Background: an optimization exercise with open tools, aiming at small area, a short achievable clock period and few clock cycles. Do not read the settings as production practice.
In this exercise RTL edits were held to simulation tests only and were not proved equivalent to the original.

==> inputs of job 689 <==
// systolic_matvec
module systolic_matvec (
   input  logic         clk,
   input  logic         reset,
   input  logic         in_valid,
   output logic         in_ready,
   input  logic [15:0]  in_data,
   input  logic [127:0] in_weight,
   input  logic         in_last,
   output logic         out_valid,
   input  logic         out_ready,
   output logic [39:0]  out_data,
   output logic [2:0]   out_index,
   output logic         out_last,
   output logic         busy
);
==> flow/config.mk <==
export PLATFORM = sky130hd
export DESIGN_NAME = systolic_matvec
export DESIGN_NICKNAME = systolic_matvec
export VERILOG_FILES = /design/flow/design.v
export SDC_FILE = /design/flow/constraint.sdc
export NUM_CORES = 4
export LEC_CHECK = 0
export CAP_MARGIN = 20
export CORE_MARGIN = 2
export CORE_UTILIZATION = 40
export SLEW_MARGIN = 60
export SYNTH_HIERARCHICAL = 1
==> flow/constraint.sdc <==
create_clock -name core_clock -period 11.0 [get_ports {clk}]
set_input_delay 2.2000 -clock core_clock [delete_from_list [all_inputs] [get_ports {clk}]]
set_output_delay 2.2000 -clock core_clock [all_outputs]
set_load 0.01 [all_outputs]
standard.sh (not shown) runs the stock make flow with config.mk's settings and CLKGATE_MAP_FILE= SYNTH_SCRIPT=/design/flow/synth_recipe.tcl, a recipe that flattens the netlist after the stock synthesis.
==> flow/flow/run.sh <==
#!/bin/bash
# The standard layout (standard.sh: standard synthesis, floorplan, place,
# CTS, route, finish), with the timing-repair steps asked to leave 7 ns of setup
# slack at the design's 11 ns clock, so that they work on the slow paths.
# make's full output goes to flow_standard.log; each ORFS step also keeps its
# own log under orfs/logs/.
set -euo pipefail
bash standard.sh SETUP_SLACK_MARGIN=7 finish > flow_standard.log 2>&1
==> job 9417: changes against job 689 <==
--- a/flow/design.v
+++ b/flow/design.v
@@ -3,32 +3,33 @@
    input  logic [7:0]        one_n,     
    input  logic [7:0]        two_n,     
    input  logic [7:0]        neg_n,
    input  logic [15:0]       in_w,
    input  logic              gate_n,    
    output logic [7:0]        neg,       
-   output logic [39:0]       an,        
-   output logic [9-1:0]   cn
+   output logic [39:0]       acc,
+   output logic [9-1:0]   cy
 );
    logic [15:0]     w;
-   logic            gate, gate_x;   
+   logic            gate;
+   logic [7:0]      one, two;
    logic [39:0]     ag;
    logic [9-1:0] cg;
-   logic [39:0]     acc;
-   logic [9-1:0] cy;
-   logic [7:0]      one, two;
    logic [16:0]     pp [8];
    logic [39:0]     rs, rc;
+   logic [39:0]     an;
+   logic [9-1:0] cn;
    always_ff @(posedge clk) begin
       one  <= one_n;
       two  <= two_n;
       neg  <= neg_n;
       w    <= in_w;
-      gate   <= gate_n;
-      gate_x <= ~gate_n;
+      gate <= gate_n;
    end
+   assign ag = acc & {40{~gate}};
+   assign cg = cy & {9{~gate}};
    always_comb begin
       for (int j = 0; j < 8; j++) begin
          for (int b = 0; b < 17; b++) begin
             logic wb, wl, r;
             wb = (b < 16) ? w[b] : w[15];
             wl = (b > 0) ? w[b-1] : 1'b0;
@@ -628,14 +629,12 @@
    assign {cn[4], an[20:17]} = {1'b0, rs[20:17]} + {1'b0, rc[20:17]};
    assign {cn[5], an[24:21]} = {1'b0, rs[24:21]} + {1'b0, rc[24:21]};
    assign {cn[6], an[28:25]} = {1'b0, rs[28:25]} + {1'b0, rc[28:25]};
    assign {cn[7], an[32:29]} = {1'b0, rs[32:29]} + {1'b0, rc[32:29]};
    assign {cn[8], an[36:33]} = {1'b0, rs[36:33]} + {1'b0, rc[36:33]};
    assign an[39:37] = rs[39:37] + rc[39:37];
-   assign ag = {acc[39:20] & {20{gate_x}}, acc[19:0] & {20{~gate}}};
-   assign cg = cy & {9{gate_x}};
    always_ff @(posedge clk) begin
       acc <= an;
       cy  <= cn;
    end
 endmodule
 module systolic_matvec (
@@ -652,37 +651,39 @@
    output logic [2:0]   out_index,
    output logic         out_last,
    output logic         busy
 );
    localparam int NC = 9;
    logic        ir;         
+   logic        v1;         
    logic        l1;         
    logic        open_q;     
    logic        done_q;     
-   logic        xfer;       
+   logic        fresh_q;    
+   logic        gate_q;     
    logic        bval;       
    logic [2:0]  k;          
    logic [7:0]  ksel;       
    logic        sv;         
    logic        ov;         
    logic        busy_q;
-   logic        accept, take_o, fill_s;
-   logic        l1_n, open_n, done_n, bval_n, sv_n, ov_n, xfer_n;
-   logic        gate_n;     
+   logic        accept, xfer, take_o, fill_s;
+   logic        l1_n, open_n, done_n, fresh_n, bval_n, sv_n, ov_n, gate_n;
    assign accept = in_valid & ir & reset;
+   assign xfer   = done_q & ~bval;
    assign take_o = sv & (~ov | out_ready);
    assign fill_s = bval & (~sv | take_o);
    always_comb begin
       l1_n    = accept & in_last;
       open_n  = accept ? ~in_last : open_q;
-      done_n  = xfer ? 1'b0 : (done_q | l1);
+      done_n  = l1 ? 1'b1 : (xfer ? 1'b0 : done_q);
+      fresh_n = v1 ? 1'b0 : (fresh_q | xfer);
       bval_n  = xfer ? 1'b1 : ((fill_s && k == 3'd7) ? 1'b0 : bval);
       sv_n    = fill_s ? 1'b1 : (take_o ? 1'b0 : sv);
       ov_n    = take_o ? 1'b1 : (out_ready ? 1'b0 : ov);
-      xfer_n  = reset & (l1_n | done_n) & ~bval_n;
-      gate_n  = ~reset | xfer;
+      gate_n  = ~reset | fresh_n | (done_n & ~bval_n);
    end
    logic [7:0] one_e, two_e, neg_e;
    always_comb begin
       for (int j = 0; j < 8; j++) begin
          logic bh, bm, bl;
          bh = in_data[2*j+1];
@@ -691,56 +692,52 @@
          one_e[j] = accept & (bm ^ bl);
          two_e[j] = accept & ((bh & ~bm & ~bl) | (~bh & bm & bl));
          neg_e[j] = accept & bh & ~(bm & bl);
       end
    end
    logic [7:0]    neg0;
-   logic [39:0]   an [8];
-   logic [NC-1:0] cn [8];
+   logic [39:0]   acc [8];
+   logic [NC-1:0] cy  [8];
    for (genvar i = 0; i < 8; i++) begin : g_lane
       logic [7:0] neg_l;
       smv_lane u_lane (
          .clk   (clk),
          .one_n (one_e),
          .two_n (two_e),
          .neg_n (neg_e),
          .in_w  (in_weight[i*16 +: 16]),
          .gate_n(gate_n),
          .neg   (neg_l),
-         .an    (an[i]),
-         .cn    (cn[i])
+         .acc   (acc[i]),
+         .cy    (cy[i])
       );
       if (i == 0) begin : g_neg0
          assign neg0 = neg_l;
       end
    end
    localparam logic [39:0] KCONST = 40'hffaaab0000;
    logic [39:0] c_acc;
-   logic [39:0] c_next;
    logic [39:0] kn;
-   logic        c_clr;
    always_comb begin
       kn = KCONST;
       for (int j = 0; j < 8; j++)
          kn[2*j] = neg0[j];
    end
-   assign c_next = (c_clr ? 40'd0 : c_acc) + kn;
    always_ff @(posedge clk) begin
-      c_clr <= gate_n;
-      c_acc <= c_next;
+      c_acc <= (gate_q ? 40'd0 : c_acc) + kn;
    end
    logic [39:0]   b_acc [8];
    logic [NC-1:0] b_cy  [8];
    logic [39:0]   b_c;
    always_ff @(posedge clk) begin
       if (xfer) begin
          for (int i = 0; i < 8; i++) begin
-            b_acc[i] <= an[i];
-            b_cy[i]  <= cn[i];
+            b_acc[i] <= acc[i];
+            b_cy[i]  <= cy[i];
          end
-         b_c <= c_next;
+         b_c <= c_acc;
       end
    end
    logic [39:0]   sa;
    logic [NC-1:0] sc;
    logic [2:0]    si;
    logic          sl;
@@ -785,38 +782,42 @@
          ol <= sl;
       end
    end
    always_ff @(posedge clk) begin
       if (!reset) begin
          ir      <= 1'b1;
+         v1      <= 1'b0;
          l1      <= 1'b0;
          open_q  <= 1'b0;
          done_q  <= 1'b0;
-         xfer    <= 1'b0;
+         fresh_q <= 1'b1;
+         gate_q  <= 1'b1;
          bval    <= 1'b0;
          k       <= 3'd0;
          ksel    <= 8'd1;
          sv      <= 1'b0;
          ov      <= 1'b0;
          busy_q  <= 1'b0;
       end else begin
+         v1      <= accept;
          l1      <= l1_n;
          open_q  <= open_n;
          done_q  <= done_n;
-         xfer    <= xfer_n;
+         fresh_q <= fresh_n;
+         gate_q  <= gate_n;
          bval    <= bval_n;
          if (xfer) begin
             k    <= 3'd0;
             ksel <= 8'd1;
          end else if (fill_s) begin
             k    <= k + 3'd1;
             ksel <= {ksel[6:0], ksel[7]};
          end
          sv      <= sv_n;
          ov      <= ov_n;
-         ir      <= ~((l1_n | done_n) & bval_n);
+         ir      <= ~((done_n & (l1_n | bval_n)) | (l1_n & bval_n));
          busy_q  <= open_n | l1_n | done_n | bval_n | sv_n | ov_n;
       end
    end
    assign in_ready  = ir;
    assign out_valid = ov;
    assign out_data  = od;
==> flow/run.sh (new file) <==
#!/bin/bash
# synth_recipe.tcl (not shown) runs the flow's synth.tcl, then flattens the netlist and writes it again
# the make line also repeats each setting of config.mk as NAME=value (left out here)
make -C /OpenROAD-flow-scripts/flow DESIGN_CONFIG=/design/flow/config.mk WORK_HOME=/design/flow/orfs CLKGATE_MAP_FILE= SYNTH_SCRIPT=/design/flow/synth_recipe.tcl finish
removed: flow/flow/run.sh
removed: flow/standard.sh
==> job 9294: changes against job 689 <==
--- a/flow/design.v
+++ b/flow/design.v
@@ -3,32 +3,33 @@
    input  logic [7:0]        one_n,     
    input  logic [7:0]        two_n,     
    input  logic [7:0]        neg_n,
    input  logic [15:0]       in_w,
    input  logic              gate_n,    
    output logic [7:0]        neg,       
-   output logic [39:0]       an,        
-   output logic [9-1:0]   cn
+   output logic [39:0]       acc,
+   output logic [9-1:0]   cy
 );
    logic [15:0]     w;
-   logic            gate, gate_x;   
+   logic            gate;
+   logic [7:0]      one, two;
    logic [39:0]     ag;
    logic [9-1:0] cg;
-   logic [39:0]     acc;
-   logic [9-1:0] cy;
-   logic [7:0]      one, two;
    logic [16:0]     pp [8];
    logic [39:0]     rs, rc;
+   logic [39:0]     an;
+   logic [9-1:0] cn;
    always_ff @(posedge clk) begin
       one  <= one_n;
       two  <= two_n;
       neg  <= neg_n;
       w    <= in_w;
-      gate   <= gate_n;
-      gate_x <= ~gate_n;
+      gate <= gate_n;
    end
+   assign ag = acc & {40{~gate}};
+   assign cg = cy & {9{~gate}};
    always_comb begin
       for (int j = 0; j < 8; j++) begin
          for (int b = 0; b < 17; b++) begin
             logic wb, wl, r;
             wb = (b < 16) ? w[b] : w[15];
             wl = (b > 0) ? w[b-1] : 1'b0;
@@ -628,14 +629,12 @@
    assign {cn[4], an[20:17]} = {1'b0, rs[20:17]} + {1'b0, rc[20:17]};
    assign {cn[5], an[24:21]} = {1'b0, rs[24:21]} + {1'b0, rc[24:21]};
    assign {cn[6], an[28:25]} = {1'b0, rs[28:25]} + {1'b0, rc[28:25]};
    assign {cn[7], an[32:29]} = {1'b0, rs[32:29]} + {1'b0, rc[32:29]};
    assign {cn[8], an[36:33]} = {1'b0, rs[36:33]} + {1'b0, rc[36:33]};
    assign an[39:37] = rs[39:37] + rc[39:37];
-   assign ag = {acc[39:20] & {20{gate_x}}, acc[19:0] & {20{~gate}}};
-   assign cg = cy & {9{gate_x}};
    always_ff @(posedge clk) begin
       acc <= an;
       cy  <= cn;
    end
 endmodule
 module systolic_matvec (
@@ -652,37 +651,39 @@
    output logic [2:0]   out_index,
    output logic         out_last,
    output logic         busy
 );
    localparam int NC = 9;
    logic        ir;         
+   logic        v1;         
    logic        l1;         
    logic        open_q;     
    logic        done_q;     
-   logic        xfer;       
+   logic        fresh_q;    
+   logic        gate_q;     
    logic        bval;       
    logic [2:0]  k;          
    logic [7:0]  ksel;       
    logic        sv;         
    logic        ov;         
    logic        busy_q;
-   logic        accept, take_o, fill_s;
-   logic        l1_n, open_n, done_n, bval_n, sv_n, ov_n, xfer_n;
-   logic        gate_n;     
+   logic        accept, xfer, take_o, fill_s;
+   logic        l1_n, open_n, done_n, fresh_n, bval_n, sv_n, ov_n, gate_n;
    assign accept = in_valid & ir & reset;
+   assign xfer   = done_q & ~bval;
    assign take_o = sv & (~ov | out_ready);
    assign fill_s = bval & (~sv | take_o);
    always_comb begin
       l1_n    = accept & in_last;
       open_n  = accept ? ~in_last : open_q;
-      done_n  = xfer ? 1'b0 : (done_q | l1);
+      done_n  = l1 ? 1'b1 : (xfer ? 1'b0 : done_q);
+      fresh_n = v1 ? 1'b0 : (fresh_q | xfer);
       bval_n  = xfer ? 1'b1 : ((fill_s && k == 3'd7) ? 1'b0 : bval);
       sv_n    = fill_s ? 1'b1 : (take_o ? 1'b0 : sv);
       ov_n    = take_o ? 1'b1 : (out_ready ? 1'b0 : ov);
-      xfer_n  = reset & (l1_n | done_n) & ~bval_n;
-      gate_n  = ~reset | xfer;
+      gate_n  = ~reset | fresh_n | (done_n & ~bval_n);
    end
    logic [7:0] one_e, two_e, neg_e;
    always_comb begin
       for (int j = 0; j < 8; j++) begin
          logic bh, bm, bl;
          bh = in_data[2*j+1];
@@ -691,56 +692,52 @@
          one_e[j] = accept & (bm ^ bl);
          two_e[j] = accept & ((bh & ~bm & ~bl) | (~bh & bm & bl));
          neg_e[j] = accept & bh & ~(bm & bl);
       end
    end
    logic [7:0]    neg0;
-   logic [39:0]   an [8];
-   logic [NC-1:0] cn [8];
+   logic [39:0]   acc [8];
+   logic [NC-1:0] cy  [8];
    for (genvar i = 0; i < 8; i++) begin : g_lane
       logic [7:0] neg_l;
       smv_lane u_lane (
          .clk   (clk),
          .one_n (one_e),
          .two_n (two_e),
          .neg_n (neg_e),
          .in_w  (in_weight[i*16 +: 16]),
          .gate_n(gate_n),
          .neg   (neg_l),
-         .an    (an[i]),
-         .cn    (cn[i])
+         .acc   (acc[i]),
+         .cy    (cy[i])
       );
       if (i == 0) begin : g_neg0
          assign neg0 = neg_l;
       end
    end
    localparam logic [39:0] KCONST = 40'hffaaab0000;
    logic [39:0] c_acc;
-   logic [39:0] c_next;
    logic [39:0] kn;
-   logic        c_clr;
    always_comb begin
       kn = KCONST;
       for (int j = 0; j < 8; j++)
          kn[2*j] = neg0[j];
    end
-   assign c_next = (c_clr ? 40'd0 : c_acc) + kn;
    always_ff @(posedge clk) begin
-      c_clr <= gate_n;
-      c_acc <= c_next;
+      c_acc <= (gate_q ? 40'd0 : c_acc) + kn;
    end
    logic [39:0]   b_acc [8];
    logic [NC-1:0] b_cy  [8];
    logic [39:0]   b_c;
    always_ff @(posedge clk) begin
       if (xfer) begin
          for (int i = 0; i < 8; i++) begin
-            b_acc[i] <= an[i];
-            b_cy[i]  <= cn[i];
+            b_acc[i] <= acc[i];
+            b_cy[i]  <= cy[i];
          end
-         b_c <= c_next;
+         b_c <= c_acc;
       end
    end
    logic [39:0]   sa;
    logic [NC-1:0] sc;
    logic [2:0]    si;
    logic          sl;
@@ -785,38 +782,42 @@
          ol <= sl;
       end
    end
    always_ff @(posedge clk) begin
       if (!reset) begin
          ir      <= 1'b1;
+         v1      <= 1'b0;
          l1      <= 1'b0;
          open_q  <= 1'b0;
          done_q  <= 1'b0;
-         xfer    <= 1'b0;
+         fresh_q <= 1'b1;
+         gate_q  <= 1'b1;
          bval    <= 1'b0;
          k       <= 3'd0;
          ksel    <= 8'd1;
          sv      <= 1'b0;
          ov      <= 1'b0;
          busy_q  <= 1'b0;
       end else begin
+         v1      <= accept;
          l1      <= l1_n;
          open_q  <= open_n;
          done_q  <= done_n;
-         xfer    <= xfer_n;
+         fresh_q <= fresh_n;
+         gate_q  <= gate_n;
          bval    <= bval_n;
          if (xfer) begin
             k    <= 3'd0;
             ksel <= 8'd1;
          end else if (fill_s) begin
             k    <= k + 3'd1;
             ksel <= {ksel[6:0], ksel[7]};
          end
          sv      <= sv_n;
          ov      <= ov_n;
-         ir      <= ~((l1_n | done_n) & bval_n);
+         ir      <= ~((done_n & (l1_n | bval_n)) | (l1_n & bval_n));
          busy_q  <= open_n | l1_n | done_n | bval_n | sv_n | ov_n;
       end
    end
    assign in_ready  = ir;
    assign out_valid = ov;
    assign out_data  = od;
==> results.txt <==
Job 689 completed without violations. Job 9417 ran to the end with no violations. Job 9294 finished with timing, DRC and antenna clean.
Maximum frequency, lowest first: job 9417, job 689, job 9294.
Global-route usage, lowest first: job 9294, job 9417, job 689.
Between job 689 and job 9294, the lower worst setup slack is in job 689 (gap 0.089 ns).
Synthesized cell count is the same in job 9417 and job 9294.
Against job 9417, the sequential share of layout area of job 689 is lower by 1.2 points.
Testbench counts of job 689, summed over its fixed seeds: cycles 7,119.
Testbench counts of job 9417, summed over its fixed seeds: cycles 7,191.
Testbench counts of job 9294, summed over its fixed seeds: cycles 7,191.

## separate check: timing with driven ports
Ports are ideal in the flow. The routed layouts listed here were re-timed in OpenROAD.
Step 1 assumes that a clkbuf_16 drives the clock port and a buf_2 every other input.
Step 2 adds t to the input delays and takes it off the output delays; t is the mean of the earliest and latest rising clock arrival at the registers after step 1. Input paths then give back, and output paths get back, about the clock's delay inside the block.
Three values: ideal ports, drivers, drivers and shift; two values: the first two.
run | shift t [ns] | slack for setup (ns) | worst setup path at the end | slew at the worst register clock pin (ns)
job 689 | 0.897 | 6.949 / 6.949 / 6.561 | input to register | 0.07 / 0.07
job 9417 | 0.921 | 6.615 / 6.615 / 6.394 | input to register | 0.07 / 0.07
job 9294 | 0.910 | 7.037 / 6.982 / 6.296 | input to register | 0.07 / 0.07
After both steps every run listed still meets setup and hold. For job 9294, which loses most, drivers alone change the setup slack by -0.055 ns; drivers and shift together by -0.741 ns.
